Background: an optimization exercise with open tools, aiming at small area, a short achievable clock period and few clock cycles per item. Do not read the settings as production practice. Function was checked by simulation only, so behaviour that the tests miss may differ from the original. No activity file was given, so power comes from the tool's default toggle rates.

==> flow/design.v (excerpt) <==
module vc_ctrl
(
   input  logic                clk,
   input  logic                rst,
   input  logic                req_valid,
   output logic                req_ready,
   input  logic [TAG_W-1:0]    req_tag,
   input  logic                req_has_vic,
   input  logic [TAG_W-1:0]    vic_tag,
   input  logic [LINE_W-1:0]   vic_data,
   input  logic                vic_dirty,
   output logic                rsp_valid,
   input  logic                rsp_ready,
   output logic                rsp_hit,
   output logic [LINE_W-1:0]   rsp_data,
   output logic                rsp_dirty,
   output logic                wb_valid,
   input  logic                wb_ready,
   output logic [TAG_W-1:0]    wb_tag,
   output logic [LINE_W-1:0]   wb_data,
   output logic                acc_en,
   output logic [VC_IDX_W-1:0] acc_idx,
   input  logic [VC_IDX_W-1:0] lru_idx
);
clock: 6.0 ns
lec_check: 0
cap_margin: 20
core_margin: 2
core_utilization: 50
cts_cluster_diameter: 100
cts_cluster_size: 24
setup_slack_margin: 3.2
slew_margin: 20
standard.sh (not shown) runs the stock make flow with config.mk's settings and CLKGATE_MAP_FILE= SYNTH_SCRIPT=/design/flow/synth_recipe.tcl, a recipe that flattens the netlist after the stock synthesis.
==> flow/flow/run.sh <==
#!/bin/bash
# The standard layout, except that ports are buffered with a plain buf_1
# (the resizer still upsizes it where timing needs) instead of a delay cell,
# and the control ports are kept together (flow/io.tcl).
set -euo pipefail
here="$(cd "$(dirname "${BASH_SOURCE[0]}")/.." && pwd)"
cd "$here"
export BUFFER_PORTS_ARGS="-buffer_cell sky130_fd_sc_hd__buf_1"
export IO_CONSTRAINTS="$here/flow/io.tcl"
bash standard.sh finish > standard_make.log 2>&1
==> flow/flow/io.tcl <==
# Keep the ports of the short input-to-output and register-to-output control
# paths together, in the middle of the bottom edge.
set_io_pin_constraint -region bottom:230-290 -pin_names {
  lru_idx[0] lru_idx[1] lru_idx[2] acc_idx[0] acc_idx[1] acc_idx[2] acc_en
  req_ready req_valid rsp_ready wb_ready rsp_valid wb_valid
}
Testbench counts at the start, summed over its fixed seeds: cycles 3,216, items 3,200.
Next try:
CORE_UTILIZATION = 40   (was 50)
SETUP_SLACK_MARGIN = 3.0   (was 3.2)
Outcome: The new run went through all stages and came out clean. Maximum frequency rises by a few percent. Worst hold slack got worse by 0.022 ns. Design area falls slightly.
Next try:
CORE_UTILIZATION = 60   (was 40)
After rerunning: Global-route usage increases by 11 points; register-to-register slack degrades by 0.05 ns; via count came out higher by 1.1%; first-iteration DRC count is higher by 4.7%; flip-flop and latch count stays the same; worst hold slack improved by 0.0060 ns; final area drops by 1.6%; sequential share of layout area went up by 1.2 points.

* * *

## v45
The RTL this note starts from:
==> flow/design.v <==
package vc_pkg;
   localparam int TAG_W    = 27;
   localparam int LINE_W   = 256;
   localparam int ENTRIES  = 8;
   localparam int VC_IDX_W = 3;
endpackage
import vc_pkg::*;
module vc_tag_match
(
   input  logic [ENTRIES-1:0]            valid_nx,   
   input  logic [ENTRIES-1:0]            wr_en,      
   input  logic [ENTRIES-1:0][TAG_W-1:0] tags,       
   input  logic [TAG_W-1:0]              wr_tag,     
   input  logic [TAG_W-1:0]              req_tag,
   output logic [ENTRIES-1:0]            match       
);
   logic wr_match;
   assign wr_match = (wr_tag == req_tag);
   always_comb begin
      for (int i = 0; i < ENTRIES; i++) begin
         match[i] = valid_nx[i] & (wr_en[i] ? wr_match : (tags[i] == req_tag));
      end
   end
endmodule
import vc_pkg::*;
module vc_ctrl
(
   input  logic                clk,
   input  logic                rst,
   input  logic                req_valid,
   output logic                req_ready,
   input  logic [TAG_W-1:0]    req_tag,
   input  logic                req_has_vic,
   input  logic [TAG_W-1:0]    vic_tag,
   input  logic [LINE_W-1:0]   vic_data,
   input  logic                vic_dirty,
   output logic                rsp_valid,
   input  logic                rsp_ready,
   output logic                rsp_hit,
   output logic [LINE_W-1:0]   rsp_data,
   output logic                rsp_dirty,
   output logic                wb_valid,
   input  logic                wb_ready,
   output logic [TAG_W-1:0]    wb_tag,
   output logic [LINE_W-1:0]   wb_data,
   output logic                acc_en,
   output logic [VC_IDX_W-1:0] acc_idx,
   input  logic [VC_IDX_W-1:0] lru_idx
);
   logic [ENTRIES-1:0]             valid_q, valid_d;
   logic [ENTRIES-1:0]             dirty_q, dirty_d;
   logic [ENTRIES-1:0][TAG_W-1:0]  tag_q;
   logic [ENTRIES-1:0][LINE_W-1:0] data_q;
   logic                           b_valid_q;     
   logic                           b_hv_q;        
   logic                           b_hit_q;
   logic                           b_use_lru_q;   
   logic [ENTRIES-1:0]             b_idx_oh_q;    
   logic [VC_IDX_W-1:0]            b_acc_idx_q;   
   logic                           b_vdirty_q;
   logic [TAG_W-1:0]               b_vtag_q;
   logic [LINE_W-1:0]              b_vdata_q;
   logic                           rsp_valid_q, rsp_hit_q, rsp_dirty_q;
   logic                           wb_valid_q;
   logic [TAG_W-1:0]               wb_tag_q;
   logic [LINE_W-1:0]              out_q;
   logic                           out_free, go, take;
   logic [ENTRIES-1:0]             lru_oh, sel_oh, we, clr;
   logic [TAG_W-1:0]               rd_tag;
   logic [LINE_W-1:0]              rd_data;
   logic                           rd_dirty, lru_dirty;
   logic [ENTRIES-1:0]             match_d, hit_oh_d, free_oh_d, idx_oh_d;
   logic                           hit_d, full_d, use_lru_d;
   logic [VC_IDX_W-1:0]            idx_d;
   assign out_free  = (~rsp_valid_q | rsp_ready) & (~wb_valid_q | wb_ready);
   assign go        = b_valid_q & out_free;
   assign req_ready = ~b_valid_q | out_free;
   assign take      = req_valid & req_ready;
   always_comb begin
      for (int i = 0; i < ENTRIES; i++) begin
         lru_oh[i] = (lru_idx == VC_IDX_W'(i));
      end
   end
   assign sel_oh  = b_use_lru_q ? lru_oh : b_idx_oh_q;
   assign we      = {ENTRIES{go & b_hv_q}} & sel_oh;
   assign clr     = {ENTRIES{go & b_hit_q & ~b_hv_q}} & b_idx_oh_q;
   assign valid_d = (valid_q & ~clr) | we;
   assign dirty_d = (dirty_q & ~clr & ~we) | (we & {ENTRIES{b_vdirty_q}});
   always_comb begin
      rd_data   = '0;
      rd_tag    = '0;
      rd_dirty  = 1'b0;
      lru_dirty = 1'b0;
      for (int i = 0; i < ENTRIES; i++) begin
         rd_data   = rd_data | ({LINE_W{sel_oh[i]}} & data_q[i]);
         rd_tag    = rd_tag  | ({TAG_W{sel_oh[i]}} & tag_q[i]);
         rd_dirty  = rd_dirty | (sel_oh[i] & dirty_q[i]);
         lru_dirty = lru_dirty | (lru_oh[i] & dirty_q[i]);
      end
   end
   vc_tag_match u_match (
      .valid_nx (valid_d),
      .wr_en    (we),
      .tags     (tag_q),
      .wr_tag   (b_vtag_q),
      .req_tag  (req_tag),
      .match    (match_d)
   );
   always_comb begin
      for (int i = 0; i < ENTRIES; i++) begin
         hit_oh_d[i]  = match_d[i] & ~|(match_d & ((ENTRIES'(1) << i) - ENTRIES'(1)));
         free_oh_d[i] = ~valid_d[i] & &(valid_d | ~((ENTRIES'(1) << i) - ENTRIES'(1)));
      end
   end
   assign hit_d    = |match_d;
   assign full_d   = &valid_d;
   assign idx_oh_d = hit_d ? hit_oh_d : free_oh_d;
   assign use_lru_d = req_has_vic & ~hit_d & full_d;
   always_comb begin
      idx_d = '0;
      for (int i = 0; i < ENTRIES; i++) begin
         if (idx_oh_d[i]) idx_d = idx_d | VC_IDX_W'(i);
      end
   end
   always_ff @(posedge clk or negedge rst) begin
      if (!rst) begin
         valid_q     <= '0;
         dirty_q     <= '0;
         b_valid_q   <= 1'b0;
         b_hv_q      <= 1'b0;
         rsp_valid_q <= 1'b0;
         wb_valid_q  <= 1'b0;
      end else begin
         valid_q     <= valid_d;
         dirty_q     <= dirty_d;
         if (req_ready) begin
            b_valid_q <= req_valid;
            b_hv_q    <= req_valid & req_has_vic;
         end
         rsp_valid_q <= go | (rsp_valid_q & ~rsp_ready);
         wb_valid_q  <= (go & b_use_lru_q & lru_dirty) | (wb_valid_q & ~wb_ready);
      end
   end
   always_ff @(posedge clk) begin
      for (int i = 0; i < ENTRIES; i++) begin
         if (we[i]) begin
            tag_q[i]  <= b_vtag_q;
            data_q[i] <= b_vdata_q;
         end
      end
      b_use_lru_q <= (take & use_lru_d) | (~take & b_use_lru_q);
      b_acc_idx_q <= ({VC_IDX_W{take}} & idx_d) | ({VC_IDX_W{~take}} & b_acc_idx_q);
      if (take) begin
         b_hit_q     <= hit_d;
         b_idx_oh_q  <= idx_oh_d;
         b_vdirty_q  <= vic_dirty;
         b_vtag_q    <= vic_tag;
         b_vdata_q   <= vic_data;
      end
      if (go) begin
         rsp_hit_q   <= b_hit_q;
         rsp_dirty_q <= rd_dirty;
         wb_tag_q    <= rd_tag;
         out_q       <= rd_data;
      end
   end
   assign rsp_valid = rsp_valid_q;
   assign rsp_hit   = rsp_hit_q;
   assign rsp_dirty = rsp_dirty_q;
   assign rsp_data  = out_q;
   assign wb_valid  = wb_valid_q;
   assign wb_tag    = wb_tag_q;
   assign wb_data   = out_q;
   assign acc_en    = b_hv_q & out_free;
   assign acc_idx   = ({VC_IDX_W{b_use_lru_q}} & lru_idx) | b_acc_idx_q;
endmodule
Settings: LEC_CHECK=0, CAP_MARGIN=20, CORE_MARGIN=2, CORE_UTILIZATION=40, CTS_CLUSTER_DIAMETER=150, CTS_CLUSTER_SIZE=20, SETUP_SLACK_MARGIN=3.0, SLEW_MARGIN=20; clock period 6.0 ns.
Scripts as last shown in full above: flow/flow/run.sh, flow/flow/io.tcl
Testbench counts of v45, summed over its fixed seeds: cycles 3,216, items 3,200.
Inputs modified between v45 and v12:
Settings: changing CORE_UTILIZATION from 40 to 50; changing CTS_CLUSTER_DIAMETER from 150 to 100; changing CTS_CLUSTER_SIZE from 20 to 28.
--- outcome ---
- Looking at the reports, v12 completed the entire flow and the layout it produced met the timing, DRC and antenna checks.
- v12 -> v45: proportion of power drawn by combinational gates flat
- On v12: sequential share of layout area is 1.3 points higher than what v45 gave.
- Going from v45 to v12, area added between synthesis and finish has decreased, global-route usage has increased.
- Between v45 and v12, design area decreased.
- Of the two candidates, v45 has the worse wire length and v12 the better one.
The inputs of v30 differ from those of v12 as listed below.
Settings: CORE_UTILIZATION now 40, was 50; CTS_CLUSTER_DIAMETER no longer set, was 100; CTS_CLUSTER_SIZE no longer set, was 28.
[summary]
Delta (v30 minus v12): switching power went up, fraction of area in registers shows a reduction of 4.7 points, met2 layer wire length in the routed design moved up, worst setup margin shows an increase of 20 ps.
## Diff of input files: v15 against v30
Settings: an added CTS_CLUSTER_SIZE of 24; an added CTS_CLUSTER_DIAMETER of 100.
--- outcome ---
- v30 has a higher met3 routed wirelength than v15.
- Going from v30 to v15, the remaining max-slew budget at the tightest pin was found to have gone up by 0.89 points.
- As far as combined flip-flop and latch cell area goes, v15 and v30 are indistinguishable; the numbers are identical.
- Summary — slew of the pin with the lowest slew margin, v15 relative to v30: lower, by 13 ps.
- v15 vs v30: maximum clock insertion buffer count down
- Power: lower on v15
- The run showing the smaller worst hold slack is v15.
Edits applied to the flow inputs when going from v15 to v13:
Settings: SETUP_SLACK_MARGIN: 3.0 -> 2.9; CORE_UTILIZATION: 40 -> 50.
## What came out
Comparing v15 and v13, the higher data arrival time of the worst path is on v13.
data_q[1981] as the timing endpoint of the critical path was reported by v13, and acc_en by v15.
Floorplan die area, v15 and v13: lower on v13
v15 consumes more power than v13.
From v15 to v13, register bit total from synthesis did not move at all.
Compared with v15, maximum number of pins on one net before global-route repair in v13 increased by more than 10%.
~same count of maximum capacitance violations in v15 and v13
Transition time at the pin with the least slew margin was lower in v13 than in v15.
Non-clock buffer count, v15 and v13, higher one = v15.
Global-route usage for v13: 5.0 points up relative to v15
Relative to v13, the following input files were edited for v42:
Settings: SETUP_SLACK_MARGIN: 2.9 -> 3.0.
[summary]
v42 finished all stages; the layout is clean. For final area, v42 and v13 come out practically identical. v42 -> v13: synthesized area delta 0, exact match. Part of the total power dissipated in the clock network delta (v13 -> v42): insignificant. Between v13 and v42, the difference in total cell area at the placement stage is negligible. Fraction of cell area in non-clock buffers essentially unchanged between v13 and v42. [compare] base=v13 new=v42: critical path depth in cells down 3, via count of the first global-routing pass down about 1.4%. The critical path's slowest cell comes out sky130_fd_sc_hd__o21ai_4 in one run and sky130_fd_sc_hd__nor3_4 in the other, namely in v13 and v42 respectively.

## port drivers added, routing unchanged
The results above use ideal ports. As a check the final layouts listed here were re-extracted and re-timed, cells and wires unchanged.
Step 1 (the two cells are an assumption about what drives the block):
set clk [get_ports {clk}]
set_driving_cell -lib_cell sky130_fd_sc_hd__clkbuf_16 $clk
set_driving_cell -lib_cell sky130_fd_sc_hd__buf_2 [delete_from_list [all_inputs] $clk]
Step 2 times the ports against the registers' clock, not the clock port: input delays grow and output delays shrink by t, the midpoint of the rising clock arrivals with the driver on.
Slacks: no drivers / after step 1 / after step 2; pairs: no drivers / after step 1.
| run | shift t [ns] | setup WS [ns] | hold WS [ns] | clock arrival spread, ns | worst register clock-pin slew, ns |
|---|---|---|---|---|---|
| the first run of note 1 | 0.918 | 2.828 / 2.737 / 2.222 | 0.386 / 0.453 / 0.540 | 0.043 / 0.043 | 0.11 / 0.11 |
| the second run of note 1 | 0.920 | 2.948 / 2.819 / 2.069 | 0.364 / 0.286 / 0.531 | 0.049 / 0.049 | 0.11 / 0.11 |
| the third run of note 1 | 0.926 | 2.854 / 2.760 / 2.044 | 0.370 / 0.301 / 0.538 | 0.050 / 0.050 | 0.12 / 0.12 |
| v45 | 0.925 | 2.874 / 2.849 / 2.002 | 0.393 / 0.332 / 0.533 | 0.062 / 0.062 | 0.09 / 0.09 |
| v12 | 0.918 | 2.914 / 2.827 / 2.092 | 0.364 / 0.294 / 0.538 | 0.040 / 0.040 | 0.12 / 0.12 |
| v30 | 0.915 | 2.934 / 2.829 / 2.012 | 0.382 / 0.325 / 0.515 | 0.069 / 0.069 | 0.07 / 0.07 |
| v15 | 0.909 | 2.920 / 2.836 / 2.031 | 0.377 / 0.320 / 0.535 | 0.036 / 0.036 | 0.11 / 0.11 |
| v13 | 0.926 | 2.832 / 2.745 / 1.907 | 0.350 / 0.285 / 0.531 | 0.039 / 0.039 | 0.11 / 0.11 |
| v42 | 0.925 | 2.911 / 2.814 / 2.017 | 0.372 / 0.301 / 0.528 | 0.041 / 0.042 | 0.11 / 0.11 |
After both steps every run listed still meets setup and hold. For v13, which loses most, drivers alone change the setup slack by -0.087 ns; drivers and shift together by -0.925 ns.
